This design comes from an exercise in tuning for small area, a short achievable clock period and few clock cycles per item on the open sky130 flow, not from production work.
In this exercise RTL edits were held to simulation tests only and were not proved equivalent to the original.

==> flow/design.v <==
module rmt_wrapper #(
    parameter int unsigned C_S_AXIS_DATA_WIDTH  = 512,
    parameter int unsigned C_S_AXIS_TUSER_WIDTH = 128,
    parameter int unsigned C_M_AXIS_DATA_WIDTH  = 512,
    parameter int unsigned C_S_AXI_DATA_WIDTH   = 32,
    parameter int unsigned C_S_AXI_ADDR_WIDTH   = 12,
    parameter logic [31:0] C_BASEADDR           = 32'h80000000,
    parameter int unsigned PHV_ADDR_WIDTH       = 4
) (
    input  logic                              clk,
    input  logic                              aresetn,
    input  logic [C_S_AXIS_DATA_WIDTH-1:0]    s_axis_tdata,
    input  logic [C_S_AXIS_DATA_WIDTH/8-1:0]  s_axis_tkeep,
    input  logic [C_S_AXIS_TUSER_WIDTH-1:0]   s_axis_tuser,
    input  logic                              s_axis_tvalid,
    output logic                              s_axis_tready,
    input  logic                              s_axis_tlast,
    output logic [C_M_AXIS_DATA_WIDTH-1:0]    m_axis_tdata,
    output logic [C_M_AXIS_DATA_WIDTH/8-1:0]  m_axis_tkeep,
    output logic [C_S_AXIS_TUSER_WIDTH-1:0]   m_axis_tuser,
    output logic                              m_axis_tvalid,
    input  logic                              m_axis_tready,
    output logic                              m_axis_tlast
);
    localparam int unsigned DATA_W  = C_M_AXIS_DATA_WIDTH;
    localparam int unsigned KEEP_W  = DATA_W / 8;
    localparam int unsigned USER_W  = C_S_AXIS_TUSER_WIDTH;
    localparam int unsigned ENTRIES = 1 << PHV_ADDR_WIDTH;
    localparam int unsigned KEY_W   = 16;
    localparam int unsigned OP_W    = 8;
    localparam int unsigned WORD_W  = 32;
    localparam int unsigned VLAN_TPID_OFF = 12;
    localparam int unsigned ETHTYPE_OFF   = 16;
    localparam int unsigned IP_PROTO_OFF  = 27;
    localparam int unsigned DPORT_OFF     = 40;
    localparam int unsigned CSUM_OFF      = 44;
    localparam int unsigned IDX_OFF       = 46;
    localparam int unsigned CKEY_OFF      = 47;
    localparam int unsigned COP_OFF       = 49;
    localparam int unsigned CVLD_OFF      = 50;
    localparam int unsigned DKEY_OFF      = 46;
    localparam int unsigned OPA_OFF       = 48;
    localparam int unsigned OPB_OFF       = 52;
    localparam int unsigned RES_OFF       = 56;
    localparam logic [OP_W-1:0] OP_ADD = 8'd1;
    localparam logic [OP_W-1:0] OP_SUB = 8'd2;
    localparam logic [OP_W-1:0] OP_AND = 8'd3;
    localparam logic [OP_W-1:0] OP_OR  = 8'd4;
    localparam logic [OP_W-1:0] OP_XOR = 8'd5;
    localparam bit CSUM_ZERO = 1'b0;
    logic unused_c;
    assign unused_c = ^{C_S_AXI_DATA_WIDTH, C_S_AXI_ADDR_WIDTH, C_BASEADDR};
    function automatic logic [7:0] pkt_byte(input logic [DATA_W-1:0] d, input int unsigned n);
        pkt_byte = d[8*n +: 8];
    endfunction
    function automatic logic [15:0] be16(input logic [DATA_W-1:0] d, input int unsigned n);
        be16 = {pkt_byte(d, n), pkt_byte(d, n + 1)};
    endfunction
    function automatic logic [31:0] be32(input logic [DATA_W-1:0] d, input int unsigned n);
        be32 = {be16(d, n), be16(d, n + 2)};
    endfunction
    logic                        beat0_q, beat0_d;
    logic                        drop_q, drop_d;
    logic [KEY_W-1:0]            tbl_key_q [ENTRIES];
    logic [OP_W-1:0]             tbl_op_q  [ENTRIES];
    logic [ENTRIES-1:0]          tbl_vld_q;
    logic                        m_valid_q, m_valid_d;
    logic [DATA_W-1:0]           m_data_q, m_data_d;
    logic [KEEP_W-1:0]           m_keep_q, m_keep_d;
    logic [USER_W-1:0]           m_user_q, m_user_d;
    logic                        m_last_q, m_last_d;
    logic                        s_ready_c;
    logic                        accept_c;
    logic                        is_udp_c;
    logic                        is_cfg_c;
    logic                        cfg_wr_c;
    logic [PHV_ADDR_WIDTH-1:0]   cfg_idx_c;
    logic [KEY_W-1:0]            data_key_c;
    logic                        hit_c;
    logic [OP_W-1:0]             hit_op_c;
    logic [WORD_W-1:0]           op_a_c, op_b_c;
    logic [WORD_W-1:0]           alu_res_c;
    logic                        alu_en_c;
    logic                        modify_c;
    logic                        drop_beat_c;
    logic [DATA_W-1:0]           mod_data_c;
    assign s_ready_c     = !m_valid_q || m_axis_tready;
    assign accept_c      = s_axis_tvalid && s_ready_c;
    assign s_axis_tready = s_ready_c;
    assign m_axis_tvalid = m_valid_q;
    assign m_axis_tdata  = m_data_q;
    assign m_axis_tkeep  = m_keep_q;
    assign m_axis_tuser  = m_user_q;
    assign m_axis_tlast  = m_last_q;
    always_comb begin
        is_udp_c   = (be16(s_axis_tdata, VLAN_TPID_OFF) == 16'h8100) &&
                     (be16(s_axis_tdata, ETHTYPE_OFF) == 16'h0800) &&
                     (pkt_byte(s_axis_tdata, IP_PROTO_OFF) == 8'h11);
        is_cfg_c   = is_udp_c && (be16(s_axis_tdata, DPORT_OFF) == 16'hF1F2);
        cfg_idx_c  = s_axis_tdata[8*IDX_OFF +: PHV_ADDR_WIDTH];
        data_key_c = be16(s_axis_tdata, DKEY_OFF);
        op_a_c     = be32(s_axis_tdata, OPA_OFF);
        op_b_c     = be32(s_axis_tdata, OPB_OFF);
    end
    always_comb begin
        hit_c    = 1'b0;
        hit_op_c = '0;
        for (int i = ENTRIES - 1; i >= 0; i--) begin
            if (tbl_vld_q[i] && (tbl_key_q[i] == data_key_c)) begin
                hit_c    = 1'b1;
                hit_op_c = tbl_op_q[i];
            end
        end
    end
    always_comb begin
        alu_en_c  = 1'b1;
        alu_res_c = '0;
        case (hit_op_c)
            OP_ADD:  alu_res_c = op_a_c + op_b_c;
            OP_SUB:  alu_res_c = op_a_c - op_b_c;
            OP_AND:  alu_res_c = op_a_c & op_b_c;
            OP_OR:   alu_res_c = op_a_c | op_b_c;
            OP_XOR:  alu_res_c = op_a_c ^ op_b_c;
            default: alu_en_c  = 1'b0;
        endcase
    end
    always_comb begin
        modify_c   = beat0_q && is_udp_c && !is_cfg_c && hit_c && alu_en_c &&
                     s_axis_tkeep[RES_OFF + 3];
        mod_data_c = s_axis_tdata;
        if (modify_c) begin
            for (int i = 0; i < 4; i++) begin
                mod_data_c[8*(RES_OFF + i) +: 8] = alu_res_c[8*(3 - i) +: 8];
            end
            if (CSUM_ZERO) begin
                mod_data_c[8*CSUM_OFF +: 16] = '0;
            end
        end
    end
    always_comb begin
        beat0_d     = beat0_q;
        drop_d      = drop_q;
        cfg_wr_c    = 1'b0;
        drop_beat_c = 1'b0;
        m_valid_d   = m_valid_q;
        m_data_d    = m_data_q;
        m_keep_d    = m_keep_q;
        m_user_d    = m_user_q;
        m_last_d    = m_last_q;
        if (s_ready_c) begin
            m_valid_d = 1'b0;
        end
        if (accept_c) begin
            beat0_d = s_axis_tlast;
            if (beat0_q) begin
                drop_beat_c = is_cfg_c;
                cfg_wr_c    = is_cfg_c;
                drop_d      = is_cfg_c && !s_axis_tlast;
            end else begin
                drop_beat_c = drop_q;
                if (s_axis_tlast) begin
                    drop_d = 1'b0;
                end
            end
            if (!drop_beat_c) begin
                m_valid_d = 1'b1;
                m_data_d  = mod_data_c;
                m_keep_d  = s_axis_tkeep;
                m_user_d  = s_axis_tuser;
                m_last_d  = s_axis_tlast;
            end
        end
    end
    always_ff @(posedge clk or posedge aresetn) begin
        if (aresetn) begin
            beat0_q   <= 1'b1;
            drop_q    <= 1'b0;
            m_valid_q <= 1'b0;
            m_data_q  <= '0;
            m_keep_q  <= '0;
            m_user_q  <= '0;
            m_last_q  <= 1'b0;
        end else begin
            beat0_q   <= beat0_d;
            drop_q    <= drop_d;
            m_valid_q <= m_valid_d;
            m_data_q  <= m_data_d;
            m_keep_q  <= m_keep_d;
            m_user_q  <= m_user_d;
            m_last_q  <= m_last_d;
        end
    end
    always_ff @(posedge clk or posedge aresetn) begin
        if (aresetn) begin
            tbl_vld_q <= '0;
            for (int i = 0; i < ENTRIES; i++) begin
                tbl_key_q[i] <= '0;
                tbl_op_q[i]  <= '0;
            end
        end else if (cfg_wr_c) begin
            tbl_key_q[cfg_idx_c] <= be16(s_axis_tdata, CKEY_OFF);
            tbl_op_q[cfg_idx_c]  <= pkt_byte(s_axis_tdata, COP_OFF);
            tbl_vld_q[cfg_idx_c] <= s_axis_tdata[8*CVLD_OFF];
        end
    end
endmodule
==> flow/run.sh <==
#!/bin/bash
# synth_recipe.tcl (not shown) runs the flow's synth.tcl, then flattens the netlist and writes it again
# the make line also repeats each setting of config.mk as NAME=value (left out here)
make -C /OpenROAD-flow-scripts/flow DESIGN_CONFIG=/design/flow/config.mk WORK_HOME=/design/flow/orfs CLKGATE_MAP_FILE= SYNTH_SCRIPT=/design/flow/synth_recipe.tcl finish
==> flow/config.mk <==
export PLATFORM = sky130hd
export DESIGN_NAME = rmt_wrapper
export DESIGN_NICKNAME = rmt_wrapper
export VERILOG_FILES = /design/flow/design.v
export SDC_FILE = /design/flow/constraint.sdc
export NUM_CORES = 4
export LEC_CHECK = 0
export CAP_MARGIN = 20
export CORE_AREA = 10 10 510 510
export DIE_AREA = 0 0 520 520
export SLEW_MARGIN = 20
==> flow/constraint.sdc <==
create_clock -name core_clock -period 8.5 [get_ports {clk}]
set_input_delay 1.7000 -clock core_clock [delete_from_list [all_inputs] [get_ports {clk}]]
set_output_delay 1.7000 -clock core_clock [all_outputs]
set_load 0.01 [all_outputs]
==> reports/qor.yml <==
grt_max_degree: 173
synth_cell_types: 99
syn_nets: 6415
ant_nets: 0
leakage_uw: 0.03495
wl_um: 417500
postCtsSetupBuffers: 0
worstPathRequired_ns: 9.25
cp_num_buf_inv: 5
tightestPinTransition_ns: 1.184
syn_area_per_cell_sq_um: 9.154
critPathArrivalTime_ns: 8.78
crit_family: "compound AO/OA/AOI/OAI gates"
synth.top_cell.area_share: 0.5400
worstReg2RegStart: "tbl_key_q[11][12]"
groute.usage.overall: 0.2973
gp_congestion: 1.060
worstPathMaxFanout: 13
maxSlewHeadroom: 0.2108
grt_overflow: 0
core-area_sq_mm: 0.2487
cts_sinks: 1108
nets: 7962
ios: 1416
fmax_ghz: 0.1246
ys.warnings.count: 3
grt_setup_unrepaired: "no"
htree_num_levels: 4
synth_seq_area_share: 0.5405
syn_to_final_growth_pct: 48.29
finalCriticalPeriod_ns: 8.026
finalHoldViolations: 0
synth_flop_cell: "dfrtp_1"
min_period_over_period: 0.9442
synth_top_family_by_area: "simple AND/OR/NAND/NOR gates"
synth-xor-area-share: 0.05410
clk_pin_slew_worst_paths_ns: 0.06
die_area_sq_mm: 0.2704
hold_depth: 2
rr_worst_depth: 26
grt_pass1_vias: 49940
worst_hold_slack_ns: 0.4695
cp_slowest_cell: "nor4_1"
peakVddDrop_uv: 189.0
fin_skew_ns: 0.04376
grt_pass1_wl_um: 533200
syn_area_sq_mm: 0.05130
firstDrtPassIters: 5
wire_per_inst_um: 39.23
cts_buffers: 147
crit_type: "input pin to flop"
rrSetupSlack_ns: 1.64
drt_iter0_drc: 4413
hold_buffers: 0
total_power_uw: 16420
maxSlewViolCount: 0
yosys.area_share.simple: 0.2248
clock_latency_ns: 0.83
hold_end: "m_data_q[60]"
cap_violations: 0
die_h_um: 520
slowest_delay_ns: 0.49
drc_errors: 0
num_vias: 49260
critPathLaunchType: "input pin"
setup_ws_ns: 0.4740
power_density_mw_per_mm2: 215.9
ctsRootBufferMaster: "clkbuf_16"
synth_area_leaders: "dfrtp_1 (54%), nand2_1 (17%), o21ai_0 (4.0%), mux2_2 (3.0%), xnor2_1 (2.9%)"
dp_hpwl_um: 350400
dp_slack_ns: -0.2469
ys_seq_elements: 1108
status: "no timing/DRC/antenna violations"
crit_path_end_kind: "flop"
layout_commonest_cell: "nand2_1"
cpMostUsedCell: "o21ai_0"
die_w_um: 520
yosysTopAreaCell: "dfrtp_1"
cts_tree: "yes"
detail_route.vias_per_cell: 4.628
cts.path.max_buffers: 3
drive_gt1_frac: 0.1044
synth_fa_ha_area_frac: 0.02502
start_util: 0.2063
placed_cell_area_sq_mm: 0.07093
synth_edf_count: 0
num_rows: 183
r2r-end: "m_data_q[455]"
setup_viol: 0
async_flop_share: 1.000
antenna_found_initial: 134
final_cell_mix: "nand2_1 (2,279), clkdlybuf4s50_1 (1,408), dfrtp_1 (1,107)"
synthCells: 5604
hold_class: "flop to flop"
synth_compound_area_frac: 0.08595
synthMuxAreaShare: 0.03146
port_buffers: 1415
fin_area_sq_mm: 0.07607
min-delay-start: "m_data_q[60]"
[cell type report]
| cell class | count | area, sq um |
|---|---|---|
| clock inverters | 54 | 699.4 |
| inverters | 96 | 364.1 |
| well taps | 3330 | 4167 |
| repair buffers | 1738 | 16990 |
| clock buffers | 214 | 4324 |
| multi-input cells | 4060 | 21690 |
| flip-flops and latches | 1108 | 27730 |
| diodes | 43 | 107.6 |
| fillers | 26310 | 172600 |
[worst reg2reg max path, cell delays in order (launching register included)]
cell and delay (ns):
dfrtp_1 0.40, xor2_1 0.15, nor4_1 0.48, buf_4 0.20, nand3_1 0.07, buf_4 0.18, buf_4 0.13, or3_1 0.42
a311oi_1 0.61, o41ai_1 0.19, a221oi_2 0.23, buf_4 0.15, and3_1 0.21, nand3b_1 0.24, a21oi_1 0.30, ha_1 0.27
nor2b_1 0.14, o31a_1 0.26, o21a_1 0.23, o211ai_1 0.26, a31oi_1 0.17, o21ai_0 0.33, o21ai_0 0.20, o41a_1 0.38
a221oi_1 0.32, a22oi_1 0.11, o21ai_1 0.15
[cell usage after synthesis, drive strengths merged, types with 7 or more instances]
cell / count
o221ai: 7
a221oi: 14
mux2: 138
nor4: 48
nor4b: 8
and3: 37
and4: 9
ha: 101
a31oi: 14
clkbuf: 258
nand3: 85
a211oi: 15
o2bb2ai: 8
and2: 22
a21oi: 34
a22oi: 7
inv: 96
o21ai: 430
xor2: 148
nand2b: 11
o31ai: 15
buf: 82
o211ai: 14
a2111oi: 15
o2111ai: 16
or3: 26
nand4: 54
nand2: 2289
o21a: 24
dfrtp: 1107
nor2: 100
xnor2: 168
nor3: 60
or2: 11
a22o: 12
a21o: 10
[registers in the layout, summed over array words and instances, names as in the netlist]
register   flops
tbl_vld_q     16
tbl_key_q    256
beat0_q        1
m_user_q     128
m_last_q       1
tbl_op_q     128
drop_q         1
m_valid_q      1
m_keep_q      64
m_data_q     512
[stage by stage]
| stage | util | std cells | setup TNS [ns] |
|---|---|---|---|
| final | 0.3059 | 10640 | 0 |
| after global routing | 0.3057 | 10620 | 0 |
| after CTS | 0.3055 | 10600 | 0 |
| after detailed placement | 0.2853 | 10330 | -0.8328 |
| after global placement | 0.2853 | 10330 | -1.086 |
| after floorplan | - | 5604 | -9400.39 |
[worst max path at each step]
stage | start | end | slack, ns | cells after the start
after floorplan | aresetn | drop_q | -8.49 | 1
after global placement | s_axis_tdata[368] | m_data_q[455] | -0.26 | 30
after detailed placement | s_axis_tdata[378] | m_data_q[455] | -0.25 | 32
after CTS | s_axis_tdata[378] | m_data_q[455] | 0.58 | 32
after global routing | s_axis_tdata[371] | m_data_q[454] | 0.12 | 32
final | s_axis_tdata[371] | m_data_q[455] | 0.47 | 27
[layer usage]
layer | GRT usage | wire [um]
met1 | 0.3161 | 148800
met2 | 0.5093 | 202900
met3 | 0.08264 | 29290
met4 | 0.2073 | 36030
met5 | 0 | 388
[cell families after synthesis]
logic type	after synthesis
mux	144
simple gates	2791
flops	1108
compound gates	707
xor+xnor	316
fa+ha+maj	102
buf+inv	436
[timing repair]
item                                    CTS  global route
endpoints found under the setup margin    0             1
gates resized for setup                   0             1
hold endpoints to repair                  0             0
[power by group]
part | internal, uW | total [uW] | switching, uW
Sequential | 5740 | 6080 | 341
Combinational | 1450 | 3770 | 2310
Clock | 3830 | 6570 | 2740
Testbench counts, summed over its fixed seeds: cycles 9,756, items 9,749.

-- port drivers added, routing unchanged --
Ports are ideal in the flow. The routed layout listed here was re-timed in OpenROAD. Step 1 sets driving cells, clkbuf_16 on the clock port and buf_2 on the other inputs (assumed; they add their load-dependent delay and slew). Step 2 also shifts input and output timing later by t, the mid clock arrival at the registers, as if the neighbouring blocks saw the same clock. a / b / c = ideal ports / drivers / drivers and shift; a / b = the first two.
t (ns): 0.913
setup WS [ns]: 0.474 / 0.533 / -0.381
worst hold slack (ns): 0.469 / 0.469 / 0.469
latest minus earliest clock arrival (ns): 0.055 / 0.055
With both steps, setup timing fails in this run, where it was met with ideal ports. The setup slack of this run moves by +0.059 ns with the drivers and by -0.855 ns with both steps.
